This design comes from an exercise in tuning for small area and a short achievable clock period on the open sky130 flow, not from production work. Only simulation tests tie the RTL to the original design; equivalence was not proved. Power figures rest on the tool's default switching activity, not on a simulated workload.

**flow/config.mk**
```make
export PLATFORM = sky130hd
export DESIGN_NAME = y86_decode
export DESIGN_NICKNAME = y86_decode
export VERILOG_FILES = /design/flow/design.v
export SDC_FILE = /design/flow/constraint.sdc
export NUM_CORES = 4
export LEC_CHECK = 0
export CAP_MARGIN = 20
export CELL_PAD_IN_SITES_DETAIL_PLACEMENT = 2
export CELL_PAD_IN_SITES_GLOBAL_PLACEMENT = 3
export CORE_MARGIN = 2
export CORE_UTILIZATION = 30
export PLACE_DENSITY = 0.45
export SETUP_SLACK_MARGIN = 2.5
export SLEW_MARGIN = 20
export SYNTH_HIERARCHICAL = 1
export SYNTH_MINIMUM_KEEP_SIZE = 0
```
**flow/constraint.sdc**
```tcl
create_clock -name core_clock -period 6.5 [get_ports {clk_i}]
set_input_delay 1.3000 -clock core_clock [delete_from_list [all_inputs] [get_ports {clk_i}]]
set_output_delay 1.3000 -clock core_clock [all_outputs]
set_load 0.01 [all_outputs]
```
**flow/design.v**
```verilog
package y86_pkg;
    typedef logic [63:0] word_t;
    typedef logic [3:0]  reg_id_t;
    localparam int NUM_REGS = 15;
    localparam reg_id_t RRSP  = 4'h4;   
    localparam reg_id_t RNONE = 4'hf;   
    localparam logic [3:0] IHALT   = 4'h0;
    localparam logic [3:0] INOP    = 4'h1;
    localparam logic [3:0] IRRMOVQ = 4'h2;
    localparam logic [3:0] IIRMOVQ = 4'h3;
    localparam logic [3:0] IRMMOVQ = 4'h4;
    localparam logic [3:0] IMRMOVQ = 4'h5;
    localparam logic [3:0] IOPQ    = 4'h6;
    localparam logic [3:0] IJXX    = 4'h7;
    localparam logic [3:0] ICALL   = 4'h8;
    localparam logic [3:0] IRET    = 4'h9;
    localparam logic [3:0] IPUSHQ  = 4'ha;
    localparam logic [3:0] IPOPQ   = 4'hb;
    localparam logic [2:0] SAOK = 3'd1;
    localparam logic [2:0] SADR = 3'd2;
    localparam logic [2:0] SINS = 3'd3;
    localparam logic [2:0] SHLT = 3'd4;
    typedef struct packed {
        logic [3:0] icode;
        reg_id_t    ra;
        reg_id_t    rb;
        word_t      valp;
        logic [2:0] stat;
    } d_stage_t;
    localparam d_stage_t BUBBLE_D = {INOP, RNONE, RNONE, 64'd0, SAOK};
endpackage
`timescale 1ns/1ps
module decode_reg (
    input  logic              clk_i,
    input  logic              rst_n_i,
    input  logic              stall_i,
    input  logic              bubble_i,
    input  y86_pkg::reg_id_t  src_a_i,
    input  y86_pkg::reg_id_t  src_b_i,
    input  y86_pkg::reg_id_t  dst_e_i,
    input  y86_pkg::reg_id_t  dst_m_i,
    input  logic              use_p_i,
    input  y86_pkg::word_t    valp_i,
    input  logic [2:0]        stat_i,
    output y86_pkg::reg_id_t  src_a_o,
    output y86_pkg::reg_id_t  src_b_o,
    output y86_pkg::reg_id_t  dst_e_o,
    output y86_pkg::reg_id_t  dst_m_o,
    output logic              use_p_o,
    output logic [14:0]       rd_a_o,    
    output logic [14:0]       rd_b_o,
    output logic              none_a_o,  
    output logic              none_b_o,
    output y86_pkg::word_t    valp_o,
    output logic [2:0]        stat_o
);
    always_ff @(posedge clk_i) begin
        if (!rst_n_i || bubble_i) begin
            src_a_o <= y86_pkg::RNONE;
            src_b_o <= y86_pkg::RNONE;
            dst_e_o <= y86_pkg::RNONE;
            dst_m_o <= y86_pkg::RNONE;
            use_p_o <= 1'b0;
            rd_a_o  <= '0;
            rd_b_o  <= '0;
            none_a_o <= 1'b1;
            none_b_o <= 1'b1;
            stat_o  <= y86_pkg::SAOK;
        end else if (!stall_i) begin
            src_a_o <= src_a_i;
            src_b_o <= src_b_i;
            dst_e_o <= dst_e_i;
            dst_m_o <= dst_m_i;
            use_p_o <= use_p_i;
            none_a_o <= (src_a_i == y86_pkg::RNONE);
            none_b_o <= (src_b_i == y86_pkg::RNONE);
            for (int r = 0; r < y86_pkg::NUM_REGS; r++) begin
                rd_a_o[r] <= (src_a_i == 4'(r));
                rd_b_o[r] <= (src_b_i == 4'(r));
            end
            stat_o  <= stat_i;
        end
    end
    always_ff @(posedge clk_i) begin
        if (!stall_i) valp_o <= valp_i;
    end
endmodule
`timescale 1ns/1ps
module reg_select (
    input  logic [3:0]        icode_i,
    input  y86_pkg::reg_id_t  ra_i,
    input  y86_pkg::reg_id_t  rb_i,
    output y86_pkg::reg_id_t  src_a_o,
    output y86_pkg::reg_id_t  src_b_o,
    output y86_pkg::reg_id_t  dst_e_o,
    output y86_pkg::reg_id_t  dst_m_o,
    output logic              use_p_o    
);
    always_comb begin
        src_a_o = y86_pkg::RNONE;
        src_b_o = y86_pkg::RNONE;
        dst_e_o = y86_pkg::RNONE;
        dst_m_o = y86_pkg::RNONE;
        use_p_o = 1'b0;
        case (icode_i)
            y86_pkg::IRRMOVQ: begin
                src_a_o = ra_i;
                dst_e_o = rb_i;
            end
            y86_pkg::IIRMOVQ: begin
                dst_e_o = rb_i;
            end
            y86_pkg::IRMMOVQ: begin
                src_a_o = ra_i;
                src_b_o = rb_i;   
            end
            y86_pkg::IMRMOVQ: begin
                src_b_o = rb_i;
                dst_m_o = ra_i;
            end
            y86_pkg::IOPQ: begin
                src_a_o = ra_i;
                src_b_o = rb_i;
                dst_e_o = rb_i;
            end
            y86_pkg::IJXX: begin
                use_p_o = 1'b1;
            end
            y86_pkg::ICALL: begin
                src_b_o = y86_pkg::RRSP;
                dst_e_o = y86_pkg::RRSP;
                use_p_o = 1'b1;
            end
            y86_pkg::IPUSHQ: begin
                src_a_o = ra_i;
                src_b_o = y86_pkg::RRSP;
                dst_e_o = y86_pkg::RRSP;
            end
            y86_pkg::IPOPQ, y86_pkg::IRET: begin
                src_a_o = y86_pkg::RRSP;
                src_b_o = y86_pkg::RRSP;
                dst_e_o = y86_pkg::RRSP;
                if (icode_i == y86_pkg::IPOPQ) dst_m_o = ra_i;
            end
            default: ;   
        endcase
    end
endmodule
`timescale 1ns/1ps
module g_aoi222 (
    input  logic a1, a2, b1, b2, c1, c2,
    output logic y
);
    assign y = ~(a1 & a2 | b1 & b2 | c1 & c2);
endmodule
module g_aoi22 (
    input  logic a1, a2, b1, b2,
    output logic y
);
    assign y = ~(a1 & a2 | b1 & b2);
endmodule
module g_nand4 (
    input  logic a, b, c, d,
    output logic y
);
    assign y = ~(a & b & c & d);
endmodule
module g_nand3 (
    input  logic a, b, c,
    output logic y
);
    assign y = ~(a & b & c);
endmodule
module g_nand2 (
    input  logic a, b,
    output logic y
);
    assign y = ~(a & b);
endmodule
module g_nor2 (
    input  logic a, b,
    output logic y
);
    assign y = ~(a | b);
endmodule
module g_nor3 (
    input  logic a, b, c,
    output logic y
);
    assign y = ~(a | b | c);
endmodule
module g_xnor2 (
    input  logic a, b,
    output logic y
);
    assign y = ~(a ^ b);
endmodule
module g_inv (
    input  logic a,
    output logic y
);
    assign y = ~a;
endmodule
module g_and2 (
    input  logic a, b,
    output logic y
);
    assign y = a & b;
endmodule
module rf_wbit (
    input  logic sel_m_i, sel_e_i, sel_h_i,
    input  logic valm_i, vale_i, q_i,
    output logic d_o
);
    assign d_o = sel_m_i & valm_i | sel_e_i & vale_i | sel_h_i & q_i;
endmodule
module rf_rbit (
    input  logic [14:0] sel_i,
    input  logic [14:0] d_i,
    output logic        q_o
);
    logic [4:0] n;
    logic       n34;
    for (genvar g = 0; g < 5; g++) begin : g_grp
        g_aoi222 u_aoi (
            .a1 (sel_i[3*g]),   .a2 (d_i[3*g]),
            .b1 (sel_i[3*g+1]), .b2 (d_i[3*g+1]),
            .c1 (sel_i[3*g+2]), .c2 (d_i[3*g+2]),
            .y  (n[g])
        );
    end
    g_and2  u_and  (.a (n[3]), .b (n[4]), .y (n34));
    g_nand4 u_nand (.a (n[0]), .b (n[1]), .c (n[2]), .d (n34), .y (q_o));
endmodule
module reg_file (
    input  logic              clk_i,
    input  logic              rst_n_i,
    input  logic [14:0]       rd_a_i,    
    input  logic [14:0]       rd_b_i,
    output y86_pkg::word_t    rval_a_o,
    output y86_pkg::word_t    rval_b_o,
    input  y86_pkg::reg_id_t  w_dstm_i,
    input  y86_pkg::word_t    w_valm_i,
    input  y86_pkg::reg_id_t  w_dste_i,
    input  y86_pkg::word_t    w_vale_i
);
    localparam int N = y86_pkg::NUM_REGS;
    y86_pkg::word_t regs [N];
    y86_pkg::word_t regs_d [N];
    logic [N-1:0] sel_m, sel_e, sel_h;
    always_comb begin
        for (int r = 0; r < N; r++) begin
            sel_m[r] = rst_n_i && (w_dstm_i == 4'(r));
            sel_e[r] = rst_n_i && (w_dste_i == 4'(r)) && (w_dstm_i != 4'(r));
            sel_h[r] = rst_n_i && (w_dste_i != 4'(r)) && (w_dstm_i != 4'(r));
        end
    end
    for (genvar r = 0; r < N; r++) begin : g_reg
        for (genvar b = 0; b < 64; b++) begin : g_bit
            rf_wbit u_w (
                .sel_m_i (sel_m[r]), .sel_e_i (sel_e[r]), .sel_h_i (sel_h[r]),
                .valm_i  (w_valm_i[b]), .vale_i (w_vale_i[b]), .q_i (regs[r][b]),
                .d_o     (regs_d[r][b])
            );
        end
    end
    always_ff @(posedge clk_i) begin
        for (int r = 0; r < N; r++) begin
            regs[r] <= regs_d[r];
        end
    end
    for (genvar b = 0; b < 64; b++) begin : g_rd
        logic [N-1:0] col;
        for (genvar r = 0; r < N; r++) begin : g_col
            assign col[r] = regs[r][b];
        end
        rf_rbit u_ra (.sel_i (rd_a_i), .d_i (col), .q_o (rval_a_o[b]));
        rf_rbit u_rb (.sel_i (rd_b_i), .d_i (col), .q_o (rval_b_o[b]));
    end
endmodule
`timescale 1ns/1ps
module fwd_hit_n (
    input  y86_pkg::reg_id_t  src_i,
    input  y86_pkg::reg_id_t  dst_i,
    output logic              hit_n_o
);
    logic [3:0] x;
    for (genvar j = 0; j < 4; j++) begin : g_x
        g_xnor2 u_x (.a (src_i[j]), .b (dst_i[j]), .y (x[j]));
    end
    g_nand4 u_n (.a (x[0]), .b (x[1]), .c (x[2]), .d (x[3]), .y (hit_n_o));
endmodule
module fwd_sel (
    input  y86_pkg::reg_id_t  src_i,
    input  logic              none_i,    
    input  y86_pkg::reg_id_t  e_dste_i,
    input  y86_pkg::reg_id_t  m_dstm_i,
    input  y86_pkg::reg_id_t  m_dste_i,
    input  y86_pkg::reg_id_t  w_dstm_i,
    input  y86_pkg::reg_id_t  w_dste_i,
    output logic [5:0]        sel_o      
);
    logic [4:0] hn;       
    logic [4:1] prior;   
    logic       lo_n, hi_n;
    fwd_hit_n u_h0 (.src_i (src_i), .dst_i (e_dste_i), .hit_n_o (hn[0]));
    fwd_hit_n u_h1 (.src_i (src_i), .dst_i (m_dstm_i), .hit_n_o (hn[1]));
    fwd_hit_n u_h2 (.src_i (src_i), .dst_i (m_dste_i), .hit_n_o (hn[2]));
    fwd_hit_n u_h3 (.src_i (src_i), .dst_i (w_dstm_i), .hit_n_o (hn[3]));
    fwd_hit_n u_h4 (.src_i (src_i), .dst_i (w_dste_i), .hit_n_o (hn[4]));
    g_inv   u_b1 (.a (hn[0]), .y (prior[1]));
    g_nand2 u_b2 (.a (hn[0]), .b (hn[1]), .y (prior[2]));
    g_nand3 u_b3 (.a (hn[0]), .b (hn[1]), .c (hn[2]), .y (prior[3]));
    g_nand4 u_b4 (.a (hn[0]), .b (hn[1]), .c (hn[2]), .d (hn[3]), .y (prior[4]));
    g_nor2  u_s0 (.a (hn[0]), .b (none_i), .y (sel_o[0]));
    g_nor3  u_s1 (.a (hn[1]), .b (none_i), .c (prior[1]), .y (sel_o[1]));
    g_nor3  u_s2 (.a (hn[2]), .b (none_i), .c (prior[2]), .y (sel_o[2]));
    g_nor3  u_s3 (.a (hn[3]), .b (none_i), .c (prior[3]), .y (sel_o[3]));
    g_nor3  u_s4 (.a (hn[4]), .b (none_i), .c (prior[4]), .y (sel_o[4]));
    g_nand3 u_lo (.a (hn[0]), .b (hn[1]), .c (hn[2]), .y (lo_n));
    g_nand2 u_hi (.a (hn[3]), .b (hn[4]), .y (hi_n));
    g_nor2  u_sr (.a (lo_n), .b (hi_n), .y (sel_o[5]));
endmodule
module fwd_bit (
    input  logic [5:0] sel_i,    
    input  logic       e_vale_i, m_valm_i, m_vale_i, w_valm_i, w_vale_i, rval_i,
    output logic       val_o
);
    logic n0, n1, n2;
    g_aoi22 u_0 (.a1 (sel_i[0]), .a2 (e_vale_i), .b1 (sel_i[1]), .b2 (m_valm_i), .y (n0));
    g_aoi22 u_1 (.a1 (sel_i[2]), .a2 (m_vale_i), .b1 (sel_i[3]), .b2 (w_valm_i), .y (n1));
    g_aoi22 u_2 (.a1 (sel_i[4]), .a2 (w_vale_i), .b1 (sel_i[5]), .b2 (rval_i),   .y (n2));
    g_nand3 u_o (.a (n0), .b (n1), .c (n2), .y (val_o));
endmodule
module fwd_bit_p (
    input  logic [5:0] sel_i,
    input  logic       use_p_i, valp_i,
    input  logic       e_vale_i, m_valm_i, m_vale_i, w_valm_i, w_vale_i, rval_i,
    output logic       val_o
);
    logic n0, n1, n2, n3;
    g_aoi22 u_0 (.a1 (sel_i[0]), .a2 (e_vale_i), .b1 (sel_i[1]), .b2 (m_valm_i), .y (n0));
    g_aoi22 u_1 (.a1 (sel_i[2]), .a2 (m_vale_i), .b1 (sel_i[3]), .b2 (w_valm_i), .y (n1));
    g_aoi22 u_2 (.a1 (sel_i[4]), .a2 (w_vale_i), .b1 (sel_i[5]), .b2 (rval_i),   .y (n2));
    g_nand2 u_3 (.a (use_p_i), .b (valp_i), .y (n3));
    g_nand4 u_o (.a (n0), .b (n1), .c (n2), .d (n3), .y (val_o));
endmodule
module operand_forward (
    input  logic              use_p_i,
    input  y86_pkg::word_t    valp_i,
    input  y86_pkg::reg_id_t  src_a_i,
    input  y86_pkg::reg_id_t  src_b_i,
    input  logic              none_a_i,   
    input  logic              none_b_i,
    input  y86_pkg::word_t    rval_a_i,
    input  y86_pkg::word_t    rval_b_i,
    input  y86_pkg::reg_id_t  e_dste_i,
    input  y86_pkg::word_t    e_vale_i,
    input  y86_pkg::reg_id_t  m_dstm_i,
    input  y86_pkg::word_t    m_valm_i,
    input  y86_pkg::reg_id_t  m_dste_i,
    input  y86_pkg::word_t    m_vale_i,
    input  y86_pkg::reg_id_t  w_dstm_i,
    input  y86_pkg::word_t    w_valm_i,
    input  y86_pkg::reg_id_t  w_dste_i,
    input  y86_pkg::word_t    w_vale_i,
    output y86_pkg::word_t    val_a_o,
    output y86_pkg::word_t    val_b_o
);
    localparam int NS = 2;
    localparam int W  = 64 / NS;
    for (genvar s = 0; s < NS; s++) begin : g_slice
        logic [5:0] sel_a, sel_b;
        fwd_sel u_sel_a (
            .src_i (src_a_i), .none_i (none_a_i), .e_dste_i (e_dste_i), .m_dstm_i (m_dstm_i),
            .m_dste_i (m_dste_i), .w_dstm_i (w_dstm_i), .w_dste_i (w_dste_i),
            .sel_o (sel_a)
        );
        fwd_sel u_sel_b (
            .src_i (src_b_i), .none_i (none_b_i), .e_dste_i (e_dste_i), .m_dstm_i (m_dstm_i),
            .m_dste_i (m_dste_i), .w_dstm_i (w_dstm_i), .w_dste_i (w_dste_i),
            .sel_o (sel_b)
        );
        for (genvar b = s*W; b < (s+1)*W; b++) begin : g_bit
            fwd_bit_p u_a (
                .sel_i (sel_a), .use_p_i (use_p_i), .valp_i (valp_i[b]),
                .e_vale_i (e_vale_i[b]), .m_valm_i (m_valm_i[b]), .m_vale_i (m_vale_i[b]),
                .w_valm_i (w_valm_i[b]), .w_vale_i (w_vale_i[b]), .rval_i (rval_a_i[b]),
                .val_o (val_a_o[b])
            );
            fwd_bit u_b (
                .sel_i (sel_b),
                .e_vale_i (e_vale_i[b]), .m_valm_i (m_valm_i[b]), .m_vale_i (m_vale_i[b]),
                .w_valm_i (w_valm_i[b]), .w_vale_i (w_vale_i[b]), .rval_i (rval_b_i[b]),
                .val_o (val_b_o[b])
            );
        end
    end
endmodule
`timescale 1ns/1ps
module y86_decode (
    input  logic          clk_i,
    input  logic          rst_n_i,
    input  logic          stall_i,
    input  logic          bubble_i,
    input  logic [3:0]    f_icode_i,
    input  logic [3:0]    f_ra_i,
    input  logic [3:0]    f_rb_i,
    input  logic [63:0]   f_valp_i,
    input  logic [2:0]    f_stat_i,
    input  logic [3:0]    e_dste_i,
    input  logic [63:0]   e_vale_i,
    input  logic [3:0]    m_dstm_i,
    input  logic [63:0]   m_valm_i,
    input  logic [3:0]    m_dste_i,
    input  logic [63:0]   m_vale_i,
    input  logic [3:0]    w_dstm_i,
    input  logic [63:0]   w_valm_i,
    input  logic [3:0]    w_dste_i,
    input  logic [63:0]   w_vale_i,
    output logic [63:0]   d_vala_o,
    output logic [63:0]   d_valb_o,
    output logic [3:0]    d_dste_o,
    output logic [3:0]    d_dstm_o,
    output logic [3:0]    d_srca_o,
    output logic [3:0]    d_srcb_o,
    output logic [2:0]    d_stat_o
);
    y86_pkg::reg_id_t  f_srca, f_srcb, f_dste, f_dstm;
    logic              f_usep, d_usep;
    logic [14:0]       d_rda, d_rdb;
    logic              d_nonea, d_noneb;
    y86_pkg::word_t    d_valp;
    y86_pkg::word_t    rval_a;
    y86_pkg::word_t    rval_b;
    reg_select u_reg_select (
        .icode_i  (f_icode_i),
        .ra_i     (f_ra_i),
        .rb_i     (f_rb_i),
        .src_a_o  (f_srca),
        .src_b_o  (f_srcb),
        .dst_e_o  (f_dste),
        .dst_m_o  (f_dstm),
        .use_p_o  (f_usep)
    );
    decode_reg u_decode_reg (
        .clk_i    (clk_i),
        .rst_n_i  (rst_n_i),
        .stall_i  (stall_i),
        .bubble_i (bubble_i),
        .src_a_i  (f_srca),
        .src_b_i  (f_srcb),
        .dst_e_i  (f_dste),
        .dst_m_i  (f_dstm),
        .use_p_i  (f_usep),
        .valp_i   (f_valp_i),
        .stat_i   (f_stat_i),
        .src_a_o  (d_srca_o),
        .src_b_o  (d_srcb_o),
        .dst_e_o  (d_dste_o),
        .dst_m_o  (d_dstm_o),
        .use_p_o  (d_usep),
        .rd_a_o   (d_rda),
        .rd_b_o   (d_rdb),
        .none_a_o (d_nonea),
        .none_b_o (d_noneb),
        .valp_o   (d_valp),
        .stat_o   (d_stat_o)
    );
    reg_file u_reg_file (
        .clk_i    (clk_i),
        .rst_n_i  (rst_n_i),
        .rd_a_i   (d_rda),
        .rd_b_i   (d_rdb),
        .rval_a_o (rval_a),
        .rval_b_o (rval_b),
        .w_dstm_i (w_dstm_i),
        .w_valm_i (w_valm_i),
        .w_dste_i (w_dste_i),
        .w_vale_i (w_vale_i)
    );
    operand_forward u_operand_forward (
        .use_p_i  (d_usep),
        .valp_i   (d_valp),
        .src_a_i  (d_srca_o),
        .src_b_i  (d_srcb_o),
        .none_a_i (d_nonea),
        .none_b_i (d_noneb),
        .rval_a_i (rval_a),
        .rval_b_i (rval_b),
        .e_dste_i (e_dste_i),
        .e_vale_i (e_vale_i),
        .m_dstm_i (m_dstm_i),
        .m_valm_i (m_valm_i),
        .m_dste_i (m_dste_i),
        .m_vale_i (m_vale_i),
        .w_dstm_i (w_dstm_i),
        .w_valm_i (w_valm_i),
        .w_dste_i (w_dste_i),
        .w_vale_i (w_vale_i),
        .val_a_o  (d_vala_o),
        .val_b_o  (d_valb_o)
    );
endmodule
```
**flow/flow/run.sh**
```bash
#!/bin/bash
# Standard layout (standard.sh, unchanged synthesis) with smaller port buffers.
set -euo pipefail
export BUFFER_PORTS_ARGS="-buffer_cell sky130_fd_sc_hd__buf_2"
bash standard.sh finish > standard.log 2>&1
```
**flow/standard.sh**
```bash
#!/bin/bash
# synth_recipe.tcl (not shown) runs the flow's synth.tcl, then flattens the netlist and writes it again
# the make line also repeats each setting of config.mk as NAME=value (left out here)
make -C /OpenROAD-flow-scripts/flow DESIGN_CONFIG=/design/flow/config.mk WORK_HOME=/design/flow/orfs CLKGATE_MAP_FILE= SYNTH_SCRIPT=/design/flow/synth_recipe.tcl "${@:-finish}"
```
==> out/metrics.yaml, run 1 <==
status: "complete, no violations"
seq_area_mm2: 0.02232
required_ps: 5200
drc: 0
drive_gt1_share_pct: 30.31
grt_setup_unrepaired: "yes"
vias: 64616
synth.distinct_cells: 55
cts_tree: "done"
ys_warn_count: 12
die_h_um: 421.2
setup_tns_ps: 0
ios: 570
crit_arrival_ps: 3300
rows: 153
p_leak_nw: 31.97
syn_avg_cell_area_um2: 10.65
total_power_mw: 17.12
place.detailed.hpwl_um: 202200
clk_latency_ps: 780
clk_pin_slew_ps: 60
start_util_pct: 30.10
powerDensity_mw_per_mm2: 239.9
syn_nets: 5324
hold_class: "flop to flop"
cts.path.max_buffers: 3
clkSinkCount: 1076
final_nets: 6444
finalCritPeriodShare_pct: 70.79
ant_nets: 0
cts_buffers: 137
final_max_slew_viol_count: 0
clock-root-buffer: "clkbuf_16"
antenna_found_initial: 36
grt_max_degree: 63
r2r-start: "u_decode_reg.rd_a_o[8]"
start_kind: "primary input"
routabilityCongestion: 0.8234
gr-total-overflow: 0
syn_area_mm2: 0.05220
io_buffers: 569
async_reset_ff_share_pct: 0
htreeDepth: 4
crit_type: "primary input to output pin"
vdd_drop_max_v: 0.0002761
worstMarginPinSlew_ps: 1353
synth_seq_cells: 1076
die_x_um: 421.2
drtIter0Drc: 17401
hold_viol_final: 0
cp-startpoint: "w_dste_i[2]"
finClkSkew_ps: 0
firstDrtPassIters: 14
cp-end-kind: "output pin"
synthTopCellsByArea: "dfxtp_1, a222oi_1, a22oi_2"
postCtsHoldBufs: 0
fin_crit_ps: 4601
grt_pass1_wl_um: 553200
fillers: 18083
areaGrowthSynthToFinish_pct: 36.74
wirelength_um: 418200
ys_seq_area_share_pct: 42.49
timing.hold.ws_ps: 476.3
multi_input_area_mm2: 0.02763
max_clock_freq_mhz: 217.3
core-area_mm2: 0.1734
setup_violations: 0
dieArea_mm2: 0.1774
grt.total_usage_pct: 44.14
vias_per_cell: 7.628
grt_pass1_vias: 64268
wl_per_cell_um: 49.37
synth_top_area_share_pct: 38.81
synth_edf_count: 64
synthCells: 4901
min_from: "u_decode_reg.stat_o[0]"
synth_area_leader_cell: "dfxtp_1"
drv_cap: 0
crit_path_max_fanout: 11
max_slew_margin_pct: 9.723
synth_flop_cell: "dfxtp_1"
## stage by stage
stage                     setup slack [ps]  utilization, %  cell area [µm²]  instances
after global placement                1272           34.90            60530       7933
after floorplan                       1958               -            52820       4901
after global routing                  1989           41.14            71350       8458
after CTS                             2108           40.76            70700       8429
final                                 1899           41.16            71380       8471
after detailed placement              1257           34.93            60580       7936
## worst max-delay path, stage by stage
cell	delay, ps
buf_6	140
xnor2_1	290
nand4_1	380
nor3_4	340
buf_12	190
buf_12	150
buf_16	150
a22oi_2	90
nand3_2	110
buf_6	110
## where the power goes
group / switching (mW) / leakage, nW / internal [mW]
registers: 0.229 / 8.87 / 6.92
logic: 1.43 / 20.9 / 0.622
clock network: 3.33 / 2.21 / 4.59
## metal layers
layer  vias up  wire length, µm  GRT usage (%)
met1     33683           150000          53.05
met2      5268           183200          67.44
met4        20            32020          30.76
li1      24276                -              -
met5         -              148              0
met3      1369            52810          13.18
## synth_stat cells (4+ instances only)
master     number
or3b_2          6
buf_4           5
nand4_1       216
nand4bb_1       6
nand3_1        79
a22oi_2       384
clkbuf_1        4
inv_1         972
and2_1        128
buf_2          18
xnor2_1        80
o22ai_1        27
nor4bb_1        4
o221a_1        11
nor3_1         11
nand3b_1        8
mux2i_1        20
buf_6           4
nor2b_1         5
nor2_1         26
nand2_1       126
nand2b_1        9
nor3_2         20
dfxtp_1      1012
and4b_1         4
a222oi_1     1600
edfxtp_1       64
## kinds of logic (layout without fill, tap and decap cells)
kind of cell              count (synthesis)  after routing  synth area share [%]
xor gates and xnor gates                 80             80                 1.342
muxes                                    20             20                0.3835
and+or+nand+nor                         672            673                 7.576
AOI/OAI and AO/OA                      2049           2049                 40.85
other                                     0             16                     0
DFF                                    1076           1076                 42.49
buffers and inverters                  1004           2232                 7.356
## per-module statistics from Yosys, one instance, submodules excluded, a selection
module,flip-flops and latches,cell area [µm²],copies in the design
reg_file,960,19960,1
decode_reg,116,3866,1
reg_select,0,264.0,1
g_aoi22,0,12.51,384
g_xnor2,0,8.758,80
g_and2,0,6.256,128
g_nand3,0,5.005,72
## path summary, 6_finish.rpt
check | endpoint | slack [ps] | depth (start not counted)
worst max-delay path | d_valb_o[35] | 1900 | 10
worst min-delay path | u_decode_reg.stat_o[0] | 480 | 2
worst max register to register | u_decode_reg.rd_a_o[8] | 4760 | 3
worst min register to register | u_decode_reg.stat_o[0] | 480 | 2
## area by class of cell
type	instances	area share, %
multi-input cells	2822	38.70
flip-flops and latches	1076	31.27
repair buffers	1011	14.46
clock inverters	31	0.4224
inverters	973	5.127
clock buffers	217	5.882
diodes	16	0.05609
well taps	2325	4.075
## what timing repair did
action                                  in CTS  in global routing
buffers inserted                           204                 18
endpoints found under the setup margin     141                187
hold endpoints to repair                     0                  0
gates cloned                                41                  6
resized for setup                          393                 55
pin swaps                                  150                 91
## state kept, by name, summed over array words and instances (netlist names)
register / flops
u_decode_reg.rd_b_o: 15
u_decode_reg.rd_a_o: 15
u_decode_reg.dst_m_o: 4
u_decode_reg.none_a_o: 1
u_decode_reg.src_a_o: 4
u_decode_reg.use_p_o: 1
u_decode_reg.dst_e_o: 4
u_decode_reg.none_b_o: 1
u_decode_reg.stat_o: 3
u_reg_file.regs: 960
u_decode_reg.valp_o: 64
u_decode_reg.src_b_o: 4
## placed cells by master (no fill, tap or decap), types with 70 or more instances in the layout
master	count
a222oi_1	1600
inv_1	968
buf_4	169
a22oi_2	384
buf_12	143
clkbuf_16	149
nand4_1	216
nand2_1	120
buf_16	70
and2_1	128
dfxtp_1	973
buf_6	92
buf_2	499
==> run 2, diff against run 1 <==
--- a/flow/config.mk
+++ b/flow/config.mk
@@ -11,7 +11,7 @@
 export CORE_MARGIN = 2
 export CORE_UTILIZATION = 30
 export PLACE_DENSITY = 0.45
-export SETUP_SLACK_MARGIN = 2.5
+export SETUP_SLACK_MARGIN = 1.8
 export SLEW_MARGIN = 20
 export SYNTH_HIERARCHICAL = 1
 export SYNTH_MINIMUM_KEEP_SIZE = 0
==> run 2 against run 1 <==
  * Clock skew is the same
  * Sequential power is essentially flat
  * Core utilization shrank 3.4 points
  * Non-clock buffer count shrank 211
  * Highest routed layer unchanged
  * Via count shrank 5.6%
  * Critical path type is now flop to output pin
  * First-iteration DRC count shrank 14%
  * Largest cell class unchanged
  * Combinational power shrank 15%
==> out/metrics.yaml, run 2 <==
status: "complete, no violations"
max_clock_freq_mhz: 208.9  # -3.9%
routabilityCongestion: 0.8023  # -2.6%
io_buffers: 569  # unchanged
cts.path.max_buffers: 3  # unchanged
slowest_delay_ps: 1040  # +660 ps
vdd_drop_max_v: 0.0002611  # -5.4%
die_x_um: 421.2  # unchanged
powerDensity_mw_per_mm2: 254.7  # +6.2%
grt_max_degree: 65  # +3.2%
ant_nets: 0  # unchanged
wirelength_um: 367900  # -12%
fin_crit_ps: 4787  # +185.6 ps
multi_input_area_mm2: 0.02675  # -3.2%
finalCritPeriodShare_pct: 73.64  # +2.9 points
async_reset_ff_share_pct: 0  # unchanged
postCtsHoldBufs: 0  # unchanged
hold_viol_final: 0  # unchanged
yosysMostFrequentCell: "a222oi_1"
netlist_top_cells_count: "a222oi_1, dfxtp_1, inv_1"
drv_cap: 0  # unchanged
die_h_um: 421.2  # unchanged
syn_nets: 5324  # unchanged
vias_per_cell: 7.406  # -2.9%
largest_register: "u_reg_file.regs"
wl_per_cell_um: 44.66  # -9.5%
place.detailed.hpwl_um: 199700  # -1.2%
vias: 61009  # -5.6%
clk_pin_slew_ps: 60  # about the same
required_ps: 5200  # about the same
synth_top_area_share_pct: 38.81  # unchanged
ys_seq_area_share_pct: 42.49  # unchanged
clock-root-buffer: "clkbuf_16"
synth_seq_cells: 1076  # unchanged
firstDrtPassIters: 17  # +3
synth_edf_count: 64  # unchanged
dieArea_mm2: 0.1774  # unchanged
cp_num_buf_inv: 2  # -3
synth_area_leader_cell: "dfxtp_1"
crit_arrival_ps: 3490  # +190 ps
crit_type: "flop to output pin"
largest_reg_flops: 960  # unchanged
grt.total_usage_pct: 39.14  # -5.0 points
final_common_cell: "a222oi_1"
drc: 0  # unchanged
worstMarginPinSlew_ps: 1207  # -145.9 ps
clkSinkCount: 1076  # unchanged
grt_pass1_vias: 61709  # -4.0%
syn_area_mm2: 0.05220  # unchanged
synth.distinct_cells: 55  # unchanged
start_kind: "flop"
start_util_pct: 30.10  # unchanged
fillers: 18675  # +3.3%
grt_pass1_wl_um: 501500  # -9.3%
setup_tns_ps: 0  # unchanged
final_max_slew_viol_count: 0  # unchanged
worst_path_max_delay_cell: "dfxtp_4"
areaGrowthSynthToFinish_pct: 25.38
reg.largest.list: "u_reg_file.regs: 960 flops, u_decode_reg.valp_o: 64 flops"
core-area_mm2: 0.1734  # unchanged
crit_top_cell: "nand4_1"
max_slew_margin_pct: 19.55  # +9.8 points
final_nets: 6230  # -3.3%
synth_flop_cell: "dfxtp_1"
ios: 570  # unchanged
clk_latency_ps: 770  # about the same
htreeDepth: 4  # unchanged
hold_class: "flop to flop"
drive_gt1_share_pct: 25.69  # -4.6 points
timing.hold.ws_ps: 474.3  # -2.056 ps
cp_top_family: "flip-flops"
path_cells: "buf_4, a222oi_1, nand4_1, a22oi_2, nand4_1, buf_2"
finClkSkew_ps: 0  # unchanged
seq_area_mm2: 0.02231  # about the same
rows: 153  # unchanged
drtIter0Drc: 15032  # -14%
p_leak_nw: 29.10  # -9.0%
syn_avg_cell_area_um2: 10.65  # unchanged
synthCells: 4901  # unchanged
crit_path_max_fanout: 37  # +26
cp-end-kind: "output pin"
gr-total-overflow: 0  # unchanged
mostFrequentLayoutCells: "a222oi_1, dfxtp_1, inv_1"
ys_warn_count: 12  # unchanged
grt_setup_unrepaired: "yes"
synthTopCellsByArea: "dfxtp_1, a222oi_1, a22oi_2"
cts_buffers: 135  # -1.5%
setup_violations: 0  # unchanged
cts_tree: "done"
antenna_found_initial: 19  # -47%
## run 2: cell count changes in the layout (fill, tap and decap cells not counted), sizes merged
cell	delta
bufbuf	-7
buf	-201
inv	-7
nor2	-1
diode	-9
clkbuf	-14
clkinv	+6
## run 2: modules after synthesis (local to each module, per instance), excerpt
module      times used  cells inside  area (µm²)
decode_reg           1           259        3866
g_and2             128             1       6.256
g_aoi22            384             1       12.51
g_aoi222           640             1       10.01
g_inv                4             1       3.754
g_nand2             72             1       3.754
g_nand4            216             1       6.256
g_nor2               8             1       3.754
g_nor3              16             1       10.01
g_xnor2             80             1       8.758
reg_file             1          1060       19960
rf_wbit            960             2       13.76
## run 2: final timing paths
path | from | endpoint | slack (ps) | depth (start not counted)
worst max-delay path | u_decode_reg.rd_a_o[7] | d_vala_o[39] | 1710 | 6
worst min-delay path | u_decode_reg.dst_e_o[1] | u_decode_reg.dst_e_o[1] | 470 | 2
worst max register to register | u_decode_reg.rd_a_o[7] | u_decode_reg.rd_a_o[7] | 4320 | 3
worst min register to register | u_decode_reg.dst_e_o[1] | u_decode_reg.dst_e_o[1] | 470 | 2
## run 2: worst reg2reg max path: stages (launching register included)
cell,delay [ps]
dfxtp_4,1040
buf_4,760
nand2_1,120
o22ai_1,180
## run 2: final cells by class
type	instances	area share [%]
inverters	973	5.584
repair buffers	800	8.237
clock inverters	30	0.4205
well taps	2325	4.444
diodes	7	0.02676
multi-input cells	2821	40.87
flip-flops and latches	1076	34.08
clock buffers	206	6.337
## run 2: cell families after synthesis
logic type      after synthesis  share of synthesized area [%]
compound gates             2049                          40.85
flops                      1076                          42.49
buf+inv                    1004                          7.356
simple gates                672                          7.576
xor+xnor                     80                          1.342
mux                          20                         0.3835
## run 2: power breakdown
group | leakage [nW] | switching, mW | internal, mW | total (mW)
Sequential | 8.87 | 0.244 | 6.92 | 7.17
Clock | 2.19 | 3.22 | 4.54 | 7.76
Combinational | 18.0 | 1.26 | 0.482 | 1.75
## run 2: metrics by stage
step / utilization, % / total power, mW / setup WS, ps / area [µm²] / cells
5_1_grt: 37.73 / 17.10 / 1777 / 65440 / 8233
2_1_floorplan: - / 7.876 / 593.3 / 52380 / 4901
6_report: 37.74 / 16.67 / 1713 / 65460 / 8238
4_1_cts: 37.63 / 16.66 / 1804 / 65270 / 8218
3_3_place_gp: 34.74 / 8.913 / 1192 / 60250 / 7951
3_5_place_dp: 34.75 / 8.958 / 1142 / 60270 / 7952
## run 2: metal layers
layer	wire length, µm	track usage, %	up-vias
met5	32	0	-
met4	21290	21.82	4
met3	37960	8.268	1099
met2	169900	63.48	4311
met1	138700	48.19	31823
li1	-	-	23772
## run 2: what timing repair did
item	4_1_cts	5_1_grt
cloned	0	0
resized for setup	23	5
setup buffers	30	11
pin swaps	11	5
setup endpoints to repair	128	102
==> run 3, diff against run 2 <==
==> flow/flow/run.sh (replaced) <==
#!/bin/bash
# Standard layout (standard.sh, unchanged synthesis) with smaller port
# buffers, a fanout limit for repair_design, and gate downsizing off the
# critical paths after global routing.
set -euo pipefail
export BUFFER_PORTS_ARGS="-buffer_cell sky130_fd_sc_hd__buf_2"
export PRE_RESIZE_TCL="$PWD/flow/fanout.tcl"
export PRE_GLOBAL_PLACE_TCL="$PWD/flow/fanout.tcl"
export RECOVER_POWER=100
bash standard.sh finish > standard.log 2>&1
==> flow/flow/fanout.tcl (new file) <==
# Limit fanout so that repair_design builds buffer trees for the wide
# select nets (register-file read/write selects, forwarding selects).
set_max_fanout 20 [current_design]
==> run 3 against run 2 <==
  * The layout now fails its checks (max-capacitance violations, max-slew violations)
  * Design area increased by 0.49%
  * Maximum frequency decreased by 17%
  * Clock-buffer cell count unchanged
  * Area after synthesis unchanged
  * Global-route usage decreased by 1.8 points
  * Synthesized cell count unchanged
  * Via count about the same
  * Clock skew unchanged
  * Largest cell class unchanged
==> out/metrics.yaml, run 3 <==
drtIter0Drc: 14684  # -2.3%
vias: 61054  # +0.074%
synth.distinct_cells: 55  # unchanged
reg.largest.list: "u_reg_file.regs: 960 flops, u_decode_reg.valp_o: 64 flops"
worstMarginPinSlew_ps: 2691  # +1484 ps
synthTopCellsByArea: "dfxtp_1, a222oi_1, a22oi_2"
cp-end-kind: "flop"
cts_buffers: 136  # +0.74%
dp_slack_ps: 1380  # +237.8 ps
firstDrtPassIters: 14  # -3
path_cells: "clkbuf_1, clkbuf_1, or3b_1, nor3_1, clkbuf_1, a222oi_1, inv_1"
largest_reg_flops: 960  # unchanged
cts.path.max_buffers: 3  # unchanged
synth_edf_count: 64  # unchanged
max_slew_margin_pct: -80.79  # -100 points
timing.hold.ws_ps: 476.7  # +2.468 ps
antenna_found_initial: 12  # -7
async_reset_ff_share_pct: 0  # unchanged
crit_arrival_ps: 6460  # +2970 ps
finClkSkew_ps: 0  # unchanged
io_buffers: 569  # unchanged
wirelength_um: 350900  # -4.6%
ys_seq_area_share_pct: 42.49  # unchanged
ios: 570  # unchanged
final_nets: 6449  # +3.5%
ys_warn_count: 12  # unchanged
worst_path_max_delay_cell: "clkbuf_1"
yosysMostFrequentCell: "a222oi_1"
vias_per_cell: 7.221  # -2.5%
die_x_um: 421.2  # unchanged
synth_flop_cell: "dfxtp_1"
mostFrequentLayoutCells: "a222oi_1, dfxtp_1, inv_1"
finalCritPeriodShare_pct: 88.33  # +15 points
dp.cells: 8169  # +2.7%
wl_per_cell_um: 41.50  # -7.1%
die_h_um: 421.2  # unchanged
synth_area_leader_cell: "dfxtp_1"
violations: "max-capacitance violations, max-slew violations"
cp_num_buf_inv: 4  # +2
p_sw_mw: 4.711  # -0.36%
r2r-start: "u_decode_reg.rd_a_o[14]"
max_clock_freq_mhz: 174.2  # -17%
rows: 153  # unchanged
ant_nets: 0  # unchanged
drv_cap: 18  # +18
netlist_top_cells_count: "a222oi_1, dfxtp_1, inv_1"
final_max_slew_viol_count: 253  # +253
start_util_pct: 30.10  # unchanged
start_kind: "primary input"
largest_register: "u_reg_file.regs"
hold_viol_final: 0  # unchanged
whs_path_depth: 2  # unchanged
clk_pin_slew_ps: 60  # about the same
min_from: "u_decode_reg.dst_m_o[2]"
synth_seq_cells: 1076  # unchanged
drc: 0  # unchanged
fin_crit_ps: 5742  # +954.8 ps
rr_worst_depth: 4  # +1
drive_gt1_share_pct: 24.66  # -1.0 points
setup_tns_ps: 0  # unchanged
p_leak_nw: 29.49  # +1.3%
areaGrowthSynthToFinish_pct: 26.00
place.detailed.hpwl_um: 234100  # +17%
required_ps: 7210  # +2010 ps
grt_setup_unrepaired: "yes"
gr-total-overflow: 0  # unchanged
status: "finished with violations"
cp_top_family: "buffers and inverters"
dieArea_mm2: 0.1774  # unchanged
grt_pass1_vias: 61765  # +0.091%
core-area_mm2: 0.1734  # unchanged
syn_nets: 5324  # unchanged
setup_violations: 0  # unchanged
worstHoldEndpoint: "u_decode_reg.dst_m_o[2]"
htreeDepth: 4  # unchanged
final_common_cell: "a222oi_1"
clk_latency_ps: 780  # about the same
syn_avg_cell_area_um2: 10.65  # unchanged
grt_max_degree: 21  # -68%
intPower_mw: 11.96  # about the same
sw_frac_of_total_pct: 28.27  # -0.091 points
path_depth: 7  # +1
crit_path_max_fanout: 20  # -46%
synth_top_area_share_pct: 38.81  # unchanged
crit_type: "primary input to flop"
clkSinkCount: 1076  # unchanged
routabilityCongestion: 0.8611  # +7.3%
pwr-share-seq_pct: 43.0  # about the same
grt.total_usage_pct: 37.35  # -1.8 points
clock-root-buffer: "clkbuf_16"
crit_top_cell: "clkbuf_1"
p_comb_share_pct: 10.4  # about the same
slowest_delay_ps: 1430  # +390 ps
p_clk_share_pct: 46.6  # about the same
total_power_mw: 16.67  # about the same
grt_pass1_wl_um: 484100  # -3.5%
hold_class: "flop to flop"
postCtsHoldBufs: 0  # unchanged
syn_area_mm2: 0.05220  # unchanged
regToRegEndpoint: "u_decode_reg.rd_a_o[14]"
cts_tree: "done"
layout_setup_ws_ps: 758.5  # -954.8 ps
vdd_drop_max_v: 0.0002613  # about the same
instances_no_fill: 8455  # +2.6%
powerDensity_mw_per_mm2: 253.4  # -0.52%
synthCells: 4901  # unchanged
r2r_slack_ps: 4730  # +410 ps
## run 3: cell counts after synthesis
Identical to the previous run, type by type.
## run 3: power groups by stage
stage	Sequential [mW]	Clock [mW]	Combinational (mW)
final	7.17	7.77	1.73
after global routing	7.19	8.12	1.79
after CTS	7.16	7.86	1.70
after detailed placement	7.30	0	1.69
after global placement	7.28	0	1.66
after floorplan	7.24	0	0.641
## run 3: area by class of cell
class                   count  area (µm²)
diodes                      3       7.507
clock buffers             206        4086
clock inverters            33       340.3
fillers                 18848      107700
inverters                 973        3652
multi-input cells        2821       26160
flip-flops and latches   1076       22240
well taps                2325        2909
repair buffers           1018        6375
## run 3: tightest hold or removal path, stage by stage (launching register included)
cell and delay (ps):
dfxtp_1 330, mux2i_1 70, nand2_1 60
## run 3: worst max path at each step
stage                           startpoint                     end  slack, ps
floorplan                      w_dstm_i[0]   u_reg_file.regs[1][0]        590
global placement               m_dste_i[0]            d_vala_o[16]       1420
detailed placement             e_dste_i[0]            d_vala_o[16]       1380
CTS                 u_decode_reg.rd_a_o[3]            d_vala_o[54]       1810
global route                       rst_n_i  u_reg_file.regs[6][32]        920
finish                             rst_n_i   u_reg_file.regs[4][5]        760
## run 3: logic make-up after synthesis
kind of cell	share of synthesized area [%]
compound gates	40.85
flops	42.49
buf+inv	7.356
simple gates	7.576
xor+xnor	1.342
mux	0.3835
## run 3: repair_timing
item / CTS / global route
buffers inserted: 29 / 14
resized for setup: 50 / 13
setup endpoints to repair: 128 / 52
pin swaps: 20 / 16
## run 3: Yosys stat by module, one instance, submodules excluded, excerpt
module	copies in the design	cells inside	flops+latches	cell area (µm²)
decode_reg	1	259	116	3866
g_nand3	72	1	0	5.005
g_xnor2	80	1	0	8.758
g_nand2	72	1	0	3.754
g_inv	4	1	0	3.754
reg_select	1	42	0	264.0
reg_file	1	1060	960	19960
g_nor3	16	1	0	10.01
rf_wbit	960	2	0	13.76
g_nand4	216	1	0	6.256
g_aoi222	640	1	0	10.01
g_and2	128	1	0	6.256
g_nor2	8	1	0	3.754
g_aoi22	384	1	0	12.51
## run 3: layer usage
layer | share of wire, % | track usage (%) | up-vias
li1 | - | - | 24192
met1 | 39 | 47.22 | 31944
met2 | 46 | 61.05 | 4102
met3 | 10 | 7.204 | 812
met4 | 5.0 | 17.65 | 4
met5 | 0.0066 | 0.3495 | -
## run 3: stage by stage
step / util (%) / cell area (µm²)
finish: 37.92 / 65770
global route: 37.92 / 65770
CTS: 38.28 / 66400
global placement: 35.38 / 61360
detailed placement: 35.45 / 61490
floorplan: - / 52380
==> run 4, diff against run 3 <==
==> flow/flow/run.sh (replaced) <==
#!/bin/bash
# Standard layout (standard.sh, unchanged synthesis) with smaller port
# buffers, a fanout limit for repair_design, and a clock tree of
# clkbuf_8 without dummy loads.
set -euo pipefail
export BUFFER_PORTS_ARGS="-buffer_cell sky130_fd_sc_hd__buf_2"
export PRE_RESIZE_TCL="$PWD/flow/fanout.tcl"
export PRE_GLOBAL_PLACE_TCL="$PWD/flow/fanout.tcl"
export CTS_ARGS="-sink_clustering_enable -repair_clock_nets -dont_use_dummy_load -buf_list {sky130_fd_sc_hd__clkbuf_8} -root_buf sky130_fd_sc_hd__clkbuf_16"
bash standard.sh finish > standard.log 2>&1
--- a/flow/config.mk
+++ b/flow/config.mk
@@ -11,7 +11,7 @@
 export CORE_MARGIN = 2
 export CORE_UTILIZATION = 30
 export PLACE_DENSITY = 0.45
-export SETUP_SLACK_MARGIN = 1.8
+export SETUP_SLACK_MARGIN = 2.2
 export SLEW_MARGIN = 20
 export SYNTH_HIERARCHICAL = 1
 export SYNTH_MINIMUM_KEEP_SIZE = 0
==> run 4 against run 3 <==
  * The run now finishes clean
  * First-iteration DRC count grew 4.8%
  * Clock power shrank 26%
  * Combinational power grew 12%
  * Design area grew 7.0%
  * Total power shrank 11%
  * Setup slack gained 870 ps
  * Global-route usage grew 1.9 points
  * Critical path depth grew 2
  * Core utilization grew 2.6 points
  * Critical endpoint is now d_vala_o[5]
  * Largest power group is now sequential cells
==> out/metrics.yaml, run 4 <==
die_h_um: 421.2  # unchanged
fin_crit_ps: 4874  # -867.5 ps
worstMarginPinSlew_ps: 1307  # -1384 ps
finClkSkew_ps: 0  # unchanged
cts_tree: "done"
finalCritPeriodShare_pct: 74.98  # -13 points
areaGrowthSynthToFinish_pct: 34.76
crit_end: "d_vala_o[5]"
largest_reg_flops: 960  # unchanged
yosysMostFrequentCell: "a222oi_1"
synth_edf_count: 64  # unchanged
crit_path_max_fanout: 5  # -75%
setup_tns_ps: 0  # unchanged
synthTopCellsByArea: "dfxtp_1, a222oi_1, a22oi_2"
r2r_slack_ps: 5120  # +390 ps
grt_pass1_wl_um: 507000  # +4.7%
fillers: 18397  # -2.4%
layout_setup_ws_ps: 1626  # +867.5 ps
vias_per_cell: 7.328  # +1.5%
routabilityCongestion: 0.8756  # +1.7%
crit_arrival_ps: 3570  # -2890 ps
synth_flop_cell: "dfxtp_1"
max_slew_margin_pct: 12.50  # +93 points
hold_class: "flop to flop"
rr_worst_depth: 3  # -1
die_x_um: 421.2  # unchanged
firstDrtPassIters: 14  # unchanged
async_reset_ff_share_pct: 0  # unchanged
final_nets: 6747  # +4.6%
gr-total-overflow: 0  # unchanged
grt_max_degree: 21  # unchanged
p_leak_nw: 32.13  # +8.9%
drc: 0  # unchanged
drv_cap: 0  # -18
top_layer_used: "met5"
syn_area_mm2: 0.05220  # unchanged
regToRegEndpoint: "u_decode_reg.use_p_o"
ant_nets: 0  # unchanged
total_power_mw: 14.86  # -11%
ys_seq_area_share_pct: 42.49  # unchanged
io_buffers: 569  # unchanged
drtIter0Drc: 15387  # +4.8%
ios: 570  # unchanged
start_util_pct: 30.10  # unchanged
synthCells: 4901  # unchanged
start_kind: "primary input"
clock-root-buffer: "clkbuf_16"
place.detailed.hpwl_um: 232300  # -0.79%
dp_slack_ps: 1174  # -206.1 ps
clk_latency_ps: 780  # about the same
syn_avg_cell_area_um2: 10.65  # unchanged
cp-end-kind: "output pin"
grt_setup_unrepaired: "yes"
r2r-start: "u_decode_reg.use_p_o"
syn_nets: 5324  # unchanged
synth_top_area_share_pct: 38.81  # unchanged
required_ps: 5200  # -2010 ps
netlist_top_cells_count: "a222oi_1, dfxtp_1, inv_1"
rows: 153  # unchanged
seq_area_mm2: 0.02229  # +0.21%
hold_viol_final: 0  # unchanged
wl_met1_um: 143200  # +5.3%
multi_input_area_mm2: 0.02716  # +3.8%
core-area_mm2: 0.1734  # unchanged
final_common_cell: "a222oi_1"
reg.largest.list: "u_reg_file.regs: 960 flops, u_decode_reg.valp_o: 64 flops"
dieArea_mm2: 0.1774  # unchanged
synth.distinct_cells: 55  # unchanged
grt.total_usage_pct: 39.25  # +1.9 points
htreeDepth: 4  # unchanged
drive_gt1_share_pct: 32.77  # +8.1 points
cts_buffers: 207  # +52%
synth_seq_cells: 1076  # unchanged
max_clock_freq_mhz: 205.2  # +18%
setup_violations: 0  # unchanged
vias: 63421  # +3.9%
clk_pin_slew_ps: 50  # about the same
crit_type: "primary input to output pin"
largest_register: "u_reg_file.regs"
wl_per_cell_um: 43.70  # +5.3%
antenna_found_initial: 11  # -1
cp-startpoint: "e_dste_i[0]"
final_max_slew_viol_count: 0  # -100%
wl_met3_um: 40310  # +15%
vdd_drop_max_v: 0.0001768  # -32%
wirelength_um: 378200  # +7.8%
wl_met2_um: 171200  # +5.7%
cts.path.max_buffers: 3  # unchanged
clkSinkCount: 1076  # unchanged
grt_pass1_vias: 63910  # +3.5%
synth_area_leader_cell: "dfxtp_1"
ys_warn_count: 12  # unchanged
status: "complete, no violations"
powerDensity_mw_per_mm2: 211.3  # -17%
mostFrequentLayoutCells: "a222oi_1, dfxtp_1, inv_1"
-- run 4: cell count changes in the layout (fill, tap and decap cells not counted), moves of 65 or more --
cell	previous run	this run
buf_6	13	159
nand3_1	79	13
clkbuf_1	173	0
clkbuf_16	144	20
buf_4	337	402
clkbuf_8	25	207
-- run 4: worst min path at each step --
| stage | start | end | slack [ps] | cells past startpoint |
|---|---|---|---|---|
| floorplan | u_reg_file.regs[0][0] | u_reg_file.regs[0][0] | 470 | 2 |
| global placement | u_decode_reg.dst_m_o[0] | u_decode_reg.dst_m_o[0] | 450 | 2 |
| finish | u_decode_reg.dst_m_o[0] | u_decode_reg.dst_m_o[0] | 470 | 2 |
| CTS | u_decode_reg.stat_o[0] | u_decode_reg.stat_o[0] | 470 | 2 |
| global route | u_decode_reg.dst_m_o[0] | u_decode_reg.dst_m_o[0] | 490 | 2 |
| detailed placement | u_decode_reg.stat_o[0] | u_decode_reg.stat_o[0] | 460 | 2 |
-- run 4: layer usage --
metal | track usage, % | up-vias
li1 | - | 24722
met2 | 62.52 | 4561
met1 | 49.55 | 33105
met4 | 20.70 | 6
met3 | 8.546 | 1027
met5 | 0 | -
-- run 4: logic make-up after synthesis --
family / count (synthesis) / share of synthesized area (%)
flops: 1076 / 42.49
simple gates: 672 / 7.576
buf+inv: 1004 / 7.356
compound gates: 2049 / 40.85
xor+xnor: 80 / 1.342
mux: 20 / 0.3835
-- run 4: timing repair --
action | 4_1_cts | 5_1_grt
hold buffers | 0 | 0
pin swaps | 199 | 179
setup endpoints to repair | 128 | 128
gates resized for setup | 463 | 179
hold endpoints to repair | 0 | 0
buffers inserted | 169 | 68
cloned | 24 | 25
-- run 4: metrics by stage --
step / std cells / area [µm²] / utilization, % / hold WS, ps
3_3_place_gp: 8153 / 61440 / 35.42 / 454.3
6_report: 8655 / 70350 / 40.56 / 467.7
4_1_cts: 8554 / 68310 / 39.39 / 473.8
5_1_grt: 8650 / 70340 / 40.56 / 493.1
3_5_place_dp: 8154 / 61470 / 35.44 / 463.3
2_1_floorplan: 4901 / 52710 / - / 468.4
-- run 4: where the power goes --
group | switching [mW] | internal [mW] | leakage (nW)
Sequential | 0.234 | 6.93 | 8.86
Combinational | 1.32 | 0.611 | 21.8
Clock | 2.97 | 2.79 | 1.49
-- run 4: final cells by class --
| class | instances | share of cell area (%) |
|---|---|---|
| inverter | 973 | 5.191 |
| tap | 2325 | 4.135 |
| timing repair buffer | 1245 | 16.29 |
| sequential | 1076 | 31.68 |
| clock buffer | 207 | 4.066 |
| multi-input combinational | 2821 | 38.61 |
| antenna | 8 | 0.02846 |
-- run 4: worst max-delay path: stages --
cell	delay, ps
buf_12	110
xnor2_4	170
nand4_1	270
nand4_1	310
nor3_4	80
buf_6	170
a22oi_2	610
nand4_1	300
buf_2	230
-- run 4: per-module statistics from Yosys, one instance, submodules excluded, excerpt --
module,cells inside,area [µm²],copies in the design,flip-flops and latches
decode_reg,259,3866,1,116
g_and2,1,6.256,128,0
g_nand2,1,3.754,72,0
g_nand3,1,5.005,72,0
g_nand4,1,6.256,216,0
g_nor2,1,3.754,8,0
g_xnor2,1,8.758,80,0
reg_file,1060,19960,1,960
==> run 5, diff against run 4 <==
--- a/flow/design.v
+++ b/flow/design.v
@@ -47,10 +47,6 @@
     output y86_pkg::reg_id_t  dst_e_o,
     output y86_pkg::reg_id_t  dst_m_o,
     output logic              use_p_o,
-    output logic [14:0]       rd_a_o,    
-    output logic [14:0]       rd_b_o,
-    output logic              none_a_o,  
-    output logic              none_b_o,
     output y86_pkg::word_t    valp_o,
     output logic [2:0]        stat_o
 );
@@ -61,10 +57,6 @@
             dst_e_o <= y86_pkg::RNONE;
             dst_m_o <= y86_pkg::RNONE;
             use_p_o <= 1'b0;
-            rd_a_o  <= '0;
-            rd_b_o  <= '0;
-            none_a_o <= 1'b1;
-            none_b_o <= 1'b1;
             stat_o  <= y86_pkg::SAOK;
         end else if (!stall_i) begin
             src_a_o <= src_a_i;
@@ -72,12 +64,6 @@
             dst_e_o <= dst_e_i;
             dst_m_o <= dst_m_i;
             use_p_o <= use_p_i;
-            none_a_o <= (src_a_i == y86_pkg::RNONE);
-            none_b_o <= (src_b_i == y86_pkg::RNONE);
-            for (int r = 0; r < y86_pkg::NUM_REGS; r++) begin
-                rd_a_o[r] <= (src_a_i == 4'(r));
-                rd_b_o[r] <= (src_b_i == 4'(r));
-            end
             stat_o  <= stat_i;
         end
     end
@@ -433,6 +419,14 @@
     y86_pkg::word_t    d_valp;
     y86_pkg::word_t    rval_a;
     y86_pkg::word_t    rval_b;
+    always_comb begin
+        for (int r = 0; r < y86_pkg::NUM_REGS; r++) begin
+            d_rda[r] = (d_srca_o == 4'(r));
+            d_rdb[r] = (d_srcb_o == 4'(r));
+        end
+    end
+    assign d_nonea = (d_srca_o == y86_pkg::RNONE);
+    assign d_noneb = (d_srcb_o == y86_pkg::RNONE);
     reg_select u_reg_select (
         .icode_i  (f_icode_i),
         .ra_i     (f_ra_i),
@@ -460,10 +454,6 @@
         .dst_e_o  (d_dste_o),
         .dst_m_o  (d_dstm_o),
         .use_p_o  (d_usep),
-        .rd_a_o   (d_rda),
-        .rd_b_o   (d_rdb),
-        .none_a_o (d_nonea),
-        .none_b_o (d_noneb),
         .valp_o   (d_valp),
         .stat_o   (d_stat_o)
     );
==> flow/flow/run.sh (replaced) <==
#!/bin/bash
# Standard layout (standard.sh, unchanged synthesis) with smaller port
# buffers, a fanout limit for repair_design.
set -euo pipefail
export BUFFER_PORTS_ARGS="-buffer_cell sky130_fd_sc_hd__buf_2"
export PRE_RESIZE_TCL="$PWD/flow/fanout.tcl"
export PRE_GLOBAL_PLACE_TCL="$PWD/flow/fanout.tcl"
bash standard.sh finish > standard.log 2>&1
--- a/flow/config.mk
+++ b/flow/config.mk
@@ -10,8 +10,10 @@
 export CELL_PAD_IN_SITES_GLOBAL_PLACEMENT = 3
 export CORE_MARGIN = 2
 export CORE_UTILIZATION = 30
+export CTS_CLUSTER_DIAMETER = 60
+export CTS_CLUSTER_SIZE = 20
 export PLACE_DENSITY = 0.45
-export SETUP_SLACK_MARGIN = 2.2
+export SETUP_SLACK_MARGIN = 1.8
 export SLEW_MARGIN = 20
 export SYNTH_HIERARCHICAL = 1
 export SYNTH_MINIMUM_KEEP_SIZE = 0
==> run 5 against run 4 <==
  * Hold slack better by 23 ps
  * Non-clock buffer count decreased by 173
  * Core utilization fell by 1.4 points
  * Critical path type is now flop to output pin
  * Highest routed layer unchanged
==> out/metrics.yaml, run 5 <==
status: "complete, no violations"
setup_tns_ps: 0  # unchanged
core-area_mm2: 0.1710  # -1.4%
setup_violations: 0  # unchanged
fin_util_pct: 39.15  # -1.4 points
crit_arrival_ps: 3480  # -90 ps
syn_avg_cell_area_um2: 10.69  # +0.40%
min_from: "u_decode_reg.dst_m_o[1]"
finalCritPeriodShare_pct: 73.60  # -1.4 points
synth.distinct_cells: 54  # -1.8%
intPower_mw: 11.93  # +15%
pwr-share-seq_pct: 41.3  # -6.9 points
routabilityCongestion: 0.8644  # -1.3%
mostFrequentLayoutCells: "a222oi_1, dfxtp_1, inv_1"
synth_area_leader_cell: "dfxtp_1"
die_h_um: 418.3  # -0.69%
place.detailed.hpwl_um: 223600  # -3.7%
drtIter0Drc: 13712  # -11%
synth_seq_cells: 1044  # -3.0%
required_ps: 5200  # about the same
r2r-start: "u_decode_reg.src_a_o[3]"
largest_register: "u_reg_file.regs"
clkSinkCount: 1044  # -3.0%
syn_area_mm2: 0.05148  # -1.4%
p_clk_share_pct: 48.3  # +9.5 points
start_util_pct: 30.11  # about the same
max_slew_margin_pct: 13.20  # +0.69 points
max_clock_freq_mhz: 209.0  # +1.9%
dieArea_mm2: 0.1749  # -1.4%
ios: 570  # unchanged
fin_crit_ps: 4784  # -90.12 ps
p_leak_nw: 30.53  # -5.0%
htreeDepth: 4  # unchanged
gr-total-overflow: 0  # unchanged
synthCells: 4814  # -1.8%
areaGrowthSynthToFinish_pct: 30.01
async_reset_ff_share_pct: 0  # unchanged
final_common_cell: "a222oi_1"
sw_frac_of_total_pct: 29.10  # -1.4 points
ant_nets: 0  # unchanged
postCtsHoldBufs: 0  # unchanged
layout_setup_ws_ps: 1716  # +90.12 ps
synth_edf_count: 64  # unchanged
drive_gt1_share_pct: 29.98  # -2.8 points
grt_max_degree: 21  # unchanged
synth_flop_cell: "dfxtp_1"
instances_no_fill: 8348  # -3.5%
final_nets: 6420  # -4.8%
synth_top_area_share_pct: 38.11  # -0.70 points
crit_path_max_fanout: 14  # +9
cp-startpoint: "u_decode_reg.src_a_o[2]"
powerDensity_mw_per_mm2: 251.4  # +19%
clk_pin_slew_ps: 60  # about the same
vdd_drop_max_v: 0.0002443  # +38%
hold_viol_final: 0  # unchanged
cp-end-kind: "output pin"
finClkSkew_ps: 0  # unchanged
p_sw_mw: 4.897  # +8.2%
netlist_top_cells_count: "a222oi_1, dfxtp_1, inv_1"
ys_warn_count: 13  # +1
grt.total_usage_pct: 36.54  # -2.7 points
die_x_um: 418.3  # -0.69%
firstDrtPassIters: 13  # -1
grt_setup_unrepaired: "yes"
largest_reg_flops: 960  # unchanged
vias: 59879  # -5.6%
cts_tree: "done"
worstMarginPinSlew_ps: 1302  # -4.678 ps
cts.path.max_buffers: 3  # unchanged
synthTopCellsByArea: "dfxtp_1, a222oi_1, a22oi_2"
antenna_found_initial: 11  # unchanged
drv_cap: 0  # unchanged
final_max_slew_viol_count: 0  # unchanged
vias_per_cell: 7.173  # -2.1%
wl_per_cell_um: 40.38  # -7.6%
crit_type: "flop to output pin"
ys_seq_area_share_pct: 41.84  # -0.65 points
drc: 0  # unchanged
grt_pass1_wl_um: 468100  # -7.7%
dp_slack_ps: 1398  # +224.4 ps
p_comb_share_pct: 10.4  # -2.6 points
grt_pass1_vias: 60917  # -4.7%
io_buffers: 569  # unchanged
hold_class: "flop to flop"
dp.cells: 7957  # -2.4%
yosysMostFrequentCell: "a222oi_1"
start_kind: "flop"
clock-root-buffer: "clkbuf_16"
clk_latency_ps: 760  # -20 ps
reg.largest.list: "u_reg_file.regs: 960 flops, u_decode_reg.valp_o: 64 flops"
rows: 152  # -0.65%
cts_buffers: 139  # -33%
syn_nets: 5237  # -1.6%
wirelength_um: 337100  # -11%
-- run 5: cells by family (layout without fill, tap and decap cells) --
logic type,Yosys count,count (layout),share of synthesized area [%]
XOR/XNOR,80,80,1.361
multiplexers,20,20,0.3888
other,0,7,0
flip-flops,1044,1044,41.84
buffers and inverters,1001,2294,7.551
AND/OR/NAND/NOR,652,653,7.864
AO/OA/AOI/OAI,2017,2017,40.99
-- run 5: path summary, 6_finish.rpt --
check                                 end  slack [ps]  depth (start not counted)
setup / recovery             d_vala_o[63]        1720                          9
hold / removal    u_decode_reg.dst_m_o[1]         490                          2
setup reg to reg  u_decode_reg.src_a_o[3]        5400                          4
hold reg to reg   u_decode_reg.dst_m_o[1]         490                          2
-- run 5: layout make-up --
| cell class | instances | area [µm²] |
|---|---|---|
| inverters | 970 | 3641 |
| fillers | 18281 | 104000 |
| flip-flops and latches | 1044 | 21570 |
| well taps | 2233 | 2794 |
| repair buffers | 1072 | 7590 |
| diodes | 7 | 17.52 |
| multi-input cells | 2770 | 26580 |
| clock buffers | 172 | 3965 |
| clock inverters | 80 | 778.2 |
-- run 5: metal layers --
layer	track usage (%)	routed length, µm
met4	17.41	16150
met5	0	68
met2	60.59	159600
met3	6.408	28980
met1	45.79	132300
-- run 5: what timing repair did --
action / CTS / global route
resized for setup: 130 / 67
setup buffers: 90 / 39
setup endpoints to repair: 128 / 102
pin swaps: 66 / 61
gates cloned: 2 / 1
-- run 5: power groups by stage --
stage | registers, mW | logic [mW] | clock network (mW)
2_1_floorplan | 7.02 | 0.667 | 0
3_3_place_gp | 7.06 | 1.63 | 0
3_5_place_dp | 7.08 | 1.66 | 0
4_1_cts | 6.94 | 1.70 | 8.24
5_1_grt | 6.97 | 1.82 | 8.51
6_report | 6.95 | 1.76 | 8.12
-- run 5: critical path, cell delays in order (launching register included) --
cell and delay [ps]:
dfxtp_4 430, buf_4 200, and4bb_4 290, buf_8 180, buf_4 240, a222oi_1 550, nand4_1 340, a22oi_2 200
nand4_1 110, buf_2 160
-- run 5: per-module statistics from Yosys, one instance, submodules excluded, a selection --
module	cell area, µm²	flops+latches	cells inside
decode_reg	2693	84	132
g_nand2	3.754	0	1
g_nand3	5.005	0	1
y86_decode	452.9	0	40
reg_select	264.0	0	42
g_and2	6.256	0	1
g_inv	3.754	0	1
g_nor3	10.01	0	1
g_xnor2	8.758	0	1
-- run 5: through the flow --
| step | hold WS (ps) | cell area (µm²) | power [mW] |
|---|---|---|---|
| detailed placement | 474.7 | 60310 | 8.741 |
| finish | 490.3 | 66930 | 16.83 |
| floorplan | 468.4 | 51750 | 7.683 |
| CTS | 495.6 | 66360 | 16.88 |
| global placement | 454.9 | 60270 | 8.689 |
| global route | 516.1 | 66920 | 17.30 |

[what the ideal ports hide]
No port has a modelled driver above. Below, the same layouts with a new extraction and two added sets of constraints.
Step 1 (the two cells are an assumption about what drives the block):
set clk [get_ports {clk_i}]
set_driving_cell -lib_cell sky130_fd_sc_hd__clkbuf_16 $clk
set_driving_cell -lib_cell sky130_fd_sc_hd__buf_2 [delete_from_list [all_inputs] $clk]
Step 2 adds t to the input delays and takes it off the output delays; t is the mean of the earliest and latest rising clock arrival at the registers after step 1. Input paths then give back, and output paths get back, about the clock's delay inside the block.
Slacks: ideal / step 1 / step 2; pairs: ideal / step 1.
run | t (ns) | setup slack, ns | worst register clock-pin slew, ns | worst slew at a driven data input, ns
run 1 | 0.883 | 1.899 / 1.837 / 1.484 | 0.07 / 0.07 | 0.22
run 2 | 0.869 | 1.713 / 1.620 / 1.812 | 0.06 / 0.06 | 0.16
run 3 | 0.871 | 0.758 / 0.808 / -0.064 | 0.06 / 0.06 | 0.23
run 4 | 0.905 | 1.626 / 1.544 / 1.573 | 0.07 / 0.07 | 0.18
run 5 | 0.866 | 1.716 / 1.621 / 1.837 | 0.07 / 0.07 | 0.10
The setup slack of run 3, which loses most, moves by +0.050 ns with the drivers and by -0.822 ns with both steps.
